Source: an optimization exercise on an open RTL-to-GDS flow (aim: small area). Production flows keep margins and buffers that such runs may drop. Function was checked by simulation only, so behaviour that the tests miss may differ from the original. Power figures rest on the tool's default switching activity, not on a simulated workload.

== run a ==
==> flow/design.v (excerpt) <==
module gm_curve_mc #(
    parameter int  CH_NUM   = 3,
    parameter int  DATI_SZ  = 10,
    parameter int  DATO_SZ  = 10,
    parameter int  SEG_BITS = 4,
    localparam int CHW      = (CH_NUM > 1) ? $clog2(CH_NUM) : 1
) (
    input  logic                      pclk,
    input  logic                      prst,
    input  logic [CH_NUM*DATI_SZ-1:0] px_i,
    input  logic                      px_vld_i,
    input  logic                      frm_str,
    input  logic                      gm_en,
    input  logic [4:0]                gm_str,
    input  logic                      tbl_we,
    input  logic [CHW-1:0]            tbl_ch,
    input  logic [SEG_BITS:0]         tbl_addr,
    input  logic [DATO_SZ-1:0]        tbl_wdat,
    input  logic                      tbl_upd,
    output logic                      tbl_upd_pend,
    output logic [CH_NUM*DATO_SZ-1:0] px_o,
    output logic                      px_vld_o
);
    localparam int NSEG = 1 << SEG_BITS;
    localparam int NE   = NSEG / 2 + 1;          
    localparam int NO   = NSEG / 2;              
    localparam int DXW  = DATI_SZ - SEG_BITS;    
    localparam logic [SEG_BITS:0] ADDR_MAX = (SEG_BITS+1)'(NSEG);
    localparam logic [CHW:0]      CH_LIM   = (CHW+1)'(CH_NUM);
    function automatic logic [DATO_SZ-1:0] ident_knot(input integer k);
        integer v;
        v = (k << DATO_SZ) >> SEG_BITS;
        if (v > ((1 << DATO_SZ) - 1))
            v = (1 << DATO_SZ) - 1;
        ident_knot = v[DATO_SZ-1:0];
    endfunction
    logic       r_upd_pend;
    logic       r_act_id;       
    logic [3:0] r_sl;           
  ...
For scale: about 2400 cells after synthesis, about 1100 flip-flops, about 91 I/O pins.
Settings: LEC_CHECK=0, CAP_MARGIN=20, CORE_MARGIN=2, CORE_UTILIZATION=60, CTS_CLUSTER_DIAMETER=100, CTS_CLUSTER_SIZE=30, GPL_TIMING_DRIVEN=0, SLEW_MARGIN=20, SYNTH_HIERARCHICAL=1; clock period 10.0 ns.
run.sh (not shown) runs the stock make flow with config.mk's settings and CLKGATE_MAP_FILE= SYNTH_SCRIPT=/design/flow/synth_recipe.tcl, a recipe that flattens the netlist after the stock synthesis.
> inputs changed (run a -> run b)
--- a/flow/design.v
+++ b/flow/design.v
@@ -126,15 +126,13 @@
             .d({w_oi, r_act_o}), .sel(w_hot_o), .y(w_o));
         gm_curve_mc_aosel #(.N(NE+1), .W(DATO_SZ)) u_sel_e (
             .d({w_ei, r_act_e}), .sel(w_hot_e), .y(w_e));
         logic [DXW-1:0]     w_sel;
         logic [DATO_SZ-1:0] w_nm0, w_nm1, w_nm2, w_nm3, w_nm4, w_nm5, w_ny0;
         logic [DATO_SZ-1:0] w_ncrv;
-        for (genvar i = 0; i < DXW; i++) begin : g_sel
-            gm_curve_mc_xor2 u (.a(w_dx[i]), .b(w_k[0]), .y(w_sel[i]));
-        end
+        assign w_sel = w_dx ^ {DXW{w_k[0]}};
         assign w_nm0 = ~(w_sel[0] ? w_o : w_e);
         assign w_nm1 = ~(w_sel[1] ? w_o : w_e);
         assign w_nm2 = ~(w_sel[2] ? w_o : w_e);
         assign w_nm3 = ~(w_sel[3] ? w_o : w_e);
         assign w_nm4 = ~(w_sel[4] ? w_o : w_e);
         assign w_nm5 = ~(w_sel[5] ? w_o : w_e);
@@ -292,46 +290,12 @@
     parameter int W = 1
 ) (
     input  logic [N*W-1:0] d,
     input  logic [N-1:0]   sel,
     output logic [W-1:0]   y
 );
-    localparam int NG = (N + 2) / 3;             
-    for (genvar b = 0; b < W; b++) begin : g_b
-        logic [NG-1:0] w_g;                      
-        for (genvar g = 0; g < NG; g++) begin : g_g
-            if (N - 3*g >= 3) begin : g3
-                gm_curve_mc_aoi3 u (
-                    .a0(d[(3*g)*W + b]),   .b0(sel[3*g]),
-                    .a1(d[(3*g+1)*W + b]), .b1(sel[3*g+1]),
-                    .a2(d[(3*g+2)*W + b]), .b2(sel[3*g+2]),
-                    .y(w_g[g]));
-            end else if (N - 3*g == 2) begin : g2
-                gm_curve_mc_aoi2 u (
-                    .a0(d[(3*g)*W + b]),   .b0(sel[3*g]),
-                    .a1(d[(3*g+1)*W + b]), .b1(sel[3*g+1]),
-                    .y(w_g[g]));
-            end else begin : g1
-                assign w_g[g] = ~(d[(3*g)*W + b] & sel[3*g]);
-            end
-        end
-        assign y[b] = ~&w_g;
+    always_comb begin
+        y = '0;
+        for (int i = 0; i < N; i++)
+            y = y | (d[i*W +: W] & {W{sel[i]}});
     end
 endmodule
-module gm_curve_mc_aoi3 (
-    input  logic a0, b0, a1, b1, a2, b2,
-    output logic y
-);
-    assign y = ~((a0 & b0) | (a1 & b1) | (a2 & b2));
-endmodule
-module gm_curve_mc_aoi2 (
-    input  logic a0, b0, a1, b1,
-    output logic y
-);
-    assign y = ~((a0 & b0) | (a1 & b1));
-endmodule
-module gm_curve_mc_xor2 (
-    input  logic a, b,
-    output logic y
-);
-    assign y = a ^ b;
-endmodule
## What came out
Of run b and run a, it is run b that has the higher via count of the first global-routing pass. Run b ended up with px_i[27] as its beginning of the critical path; run a ended up with px_i[19]. Diff run a -> run b | synthesized area | up by a few percent. Run b against run a: total CTS buffers grew by 6.8%, via count grew by 386. Diff run a -> run b | cell count | up by a few percent. Changes observed in run b relative to run a: number of fill cells now sits higher; clock group share of total power now sits higher; final wirelength now sits higher; leakage power now sits higher. Maximum VDD drop (lower): run b.


gm_curve_mc again, from the RTL that the note above started with.
Settings: LEC_CHECK=0, CAP_MARGIN=20, CORE_MARGIN=2, CORE_UTILIZATION=60, CTS_CLUSTER_DIAMETER=100, CTS_CLUSTER_SIZE=30, GPL_TIMING_DRIVEN=0, SLEW_MARGIN=20, SYNTH_HIERARCHICAL=1; clock period 10.0 ns.
standard.sh (not shown) runs the stock make flow with config.mk's settings and CLKGATE_MAP_FILE= SYNTH_SCRIPT=/design/flow/synth_recipe.tcl, a recipe that flattens the netlist after the stock synthesis.
==> flow/flow/run.sh <==
#!/bin/bash
# Layout flow: the standard layout (standard.sh) with the standard
# synthesis unchanged. Two settings differ after synthesis:
#   * the port buffers are sky130_fd_sc_hd__buf_2 cells (every input and
#     output still gets its own buffer, as in the standard flow);
#   * placement and timing repair do not use the largest buffers (buf_8,
#     buf_12, buf_16); DONT_USE_CELLS repeats the platform's own list and
#     adds those three.
# Each step's full output goes to a log file in this folder; ORFS's own
# per-step logs stay under orfs/logs/.
set -euo pipefail
cd "$(dirname "$0")/.."
PLATFORM_DONT_USE="sky130_fd_sc_hd__probe_p_8 sky130_fd_sc_hd__probec_p_8 sky130_fd_sc_hd__lpflow_bleeder_1 sky130_fd_sc_hd__lpflow_clkbufkapwr_1 sky130_fd_sc_hd__lpflow_clkbufkapwr_16 sky130_fd_sc_hd__lpflow_clkbufkapwr_2 sky130_fd_sc_hd__lpflow_clkbufkapwr_4 sky130_fd_sc_hd__lpflow_clkbufkapwr_8 sky130_fd_sc_hd__lpflow_clkinvkapwr_1 sky130_fd_sc_hd__lpflow_clkinvkapwr_16 sky130_fd_sc_hd__lpflow_clkinvkapwr_2 sky130_fd_sc_hd__lpflow_clkinvkapwr_4 sky130_fd_sc_hd__lpflow_clkinvkapwr_8 sky130_fd_sc_hd__lpflow_decapkapwr_12 sky130_fd_sc_hd__lpflow_decapkapwr_3 sky130_fd_sc_hd__lpflow_decapkapwr_4 sky130_fd_sc_hd__lpflow_decapkapwr_6 sky130_fd_sc_hd__lpflow_decapkapwr_8 sky130_fd_sc_hd__lpflow_inputiso0n_1 sky130_fd_sc_hd__lpflow_inputiso0p_1 sky130_fd_sc_hd__lpflow_inputiso1n_1 sky130_fd_sc_hd__lpflow_inputiso1p_1 sky130_fd_sc_hd__lpflow_inputisolatch_1 sky130_fd_sc_hd__lpflow_isobufsrc_1 sky130_fd_sc_hd__lpflow_isobufsrc_16 sky130_fd_sc_hd__lpflow_isobufsrc_2 sky130_fd_sc_hd__lpflow_isobufsrc_4 sky130_fd_sc_hd__lpflow_isobufsrc_8 sky130_fd_sc_hd__lpflow_isobufsrckapwr_16 sky130_fd_sc_hd__lpflow_lsbuf_lh_hl_isowell_tap_1 sky130_fd_sc_hd__lpflow_lsbuf_lh_hl_isowell_tap_2 sky130_fd_sc_hd__lpflow_lsbuf_lh_hl_isowell_tap_4 sky130_fd_sc_hd__lpflow_lsbuf_lh_isowell_4 sky130_fd_sc_hd__lpflow_lsbuf_lh_isowell_tap_1 sky130_fd_sc_hd__lpflow_lsbuf_lh_isowell_tap_2 sky130_fd_sc_hd__lpflow_lsbuf_lh_isowell_tap_4 # # Define fill cells"
bash standard.sh synth > synth.log 2>&1
bash standard.sh "BUFFER_PORTS_ARGS=-buffer_cell sky130_fd_sc_hd__buf_2" \
    "DONT_USE_CELLS=$PLATFORM_DONT_USE sky130_fd_sc_hd__buf_8 sky130_fd_sc_hd__buf_12 sky130_fd_sc_hd__buf_16" \
    finish > layout.log 2>&1
Then changed:
--- a/flow/design.v
+++ b/flow/design.v
@@ -106,27 +106,31 @@
         logic [SEG_BITS-1:0]   w_je;      
         logic [DATO_SZ-1:0]    w_o, w_e, w_oi, w_ei;
         assign w_x  = px_i[c*DATI_SZ +: DATI_SZ];
         assign w_k  = w_x[DATI_SZ-1 -: SEG_BITS];
         assign w_dx = w_x[DXW-1:0];
         assign w_jo = w_k[SEG_BITS-1:1];
         assign w_je = {1'b0, w_jo} + {{(SEG_BITS-1){1'b0}}, w_k[0]};
         logic [NO:0] w_hot_o;
         logic [NE:0] w_hot_e;
         assign w_oi = ident_knot(2 * int'(w_jo) + 1);
         assign w_ei = ident_knot(2 * int'(w_je));
+        logic [NO-1:0] w_dec;
         for (genvar i = 0; i < NO; i++) begin : g_ho
-            assign w_hot_o[i] = ~r_act_id & (w_jo == (SEG_BITS-1)'(i));
+            assign w_dec[i]   = ~r_act_id & (w_jo == (SEG_BITS-1)'(i));
+            assign w_hot_o[i] = w_dec[i];
         end
-        for (genvar i = 0; i < NE; i++) begin : g_he
-            assign w_hot_e[i] = ~r_act_id & (w_je == SEG_BITS'(i));
+        assign w_hot_e[0]  = w_dec[0] & ~w_k[0];
+        assign w_hot_e[NO] = w_dec[NO-1] & w_k[0];
+        for (genvar i = 1; i < NO; i++) begin : g_he
+            assign w_hot_e[i] = w_k[0] ? w_dec[i-1] : w_dec[i];
         end
         assign w_hot_o[NO] = r_act_id;
         assign w_hot_e[NE] = r_act_id;
         gm_curve_mc_aosel #(.N(NO+1), .W(DATO_SZ)) u_sel_o (
             .d({w_oi, r_act_o}), .sel(w_hot_o), .y(w_o));
         gm_curve_mc_aosel #(.N(NE+1), .W(DATO_SZ)) u_sel_e (
             .d({w_ei, r_act_e}), .sel(w_hot_e), .y(w_e));
         logic [DXW-1:0]     w_sel;
         logic [DATO_SZ-1:0] w_nm0, w_nm1, w_nm2, w_nm3, w_nm4, w_nm5, w_ny0;
         logic [DATO_SZ-1:0] w_ncrv;
         for (genvar i = 0; i < DXW; i++) begin : g_sel
Effect:
- routed wire length came out higher by 0.38%
- total power rises by 0.31%
- die area hardly moves
- area after synthesis is about the same
- setup slack improves by 0.046 ns
- utilization hardly moves
- via count goes down by 0.74%
- clock-buffer cell count climbs by 6
- non-clock buffer count fell by 7
- register-to-register slack gets better by 0.07 ns
- first-iteration DRC count climbs by 2.1%

afterwards: timing with drivers on the ports:
No port has a modelled driver above. Below, the same layouts with a new extraction and two added sets of constraints.
Step 1: set_driving_cell puts a clkbuf_16 on pclk and a buf_2 on each other input, an assumption about the parent block.
Step 2 also shifts input and output timing later by t, the mid clock arrival at the registers, as if the neighbouring blocks saw the same clock.
Slacks: no drivers / after step 1 / after step 2; pairs: no drivers / after step 1.
| run | t, ns | slack for setup (ns) | hold slack, ns | slew at the worst register clock pin (ns) |
|---|---|---|---|---|
| run a | 0.672 | 0.130 / 0.167 / -0.506 | 0.361 / 0.361 / 0.361 | 0.11 / 0.11 |
| run b | 0.691 | 0.171 / 0.185 / -0.506 | 0.357 / 0.357 / 0.357 | 0.11 / 0.11 |
| the first run of note 2 | 0.688 | 0.147 / 0.145 / -0.543 | 0.361 / 0.361 / 0.361 | 0.11 / 0.11 |
| the second run of note 2 | 0.691 | 0.193 / 0.210 / -0.481 | 0.358 / 0.358 / 0.358 | 0.11 / 0.11 |
With both steps, setup timing fails in every run listed, where it was met with ideal ports. For the first run of note 2, which loses most, drivers alone change the setup slack by -0.002 ns; drivers and shift together by -0.690 ns.
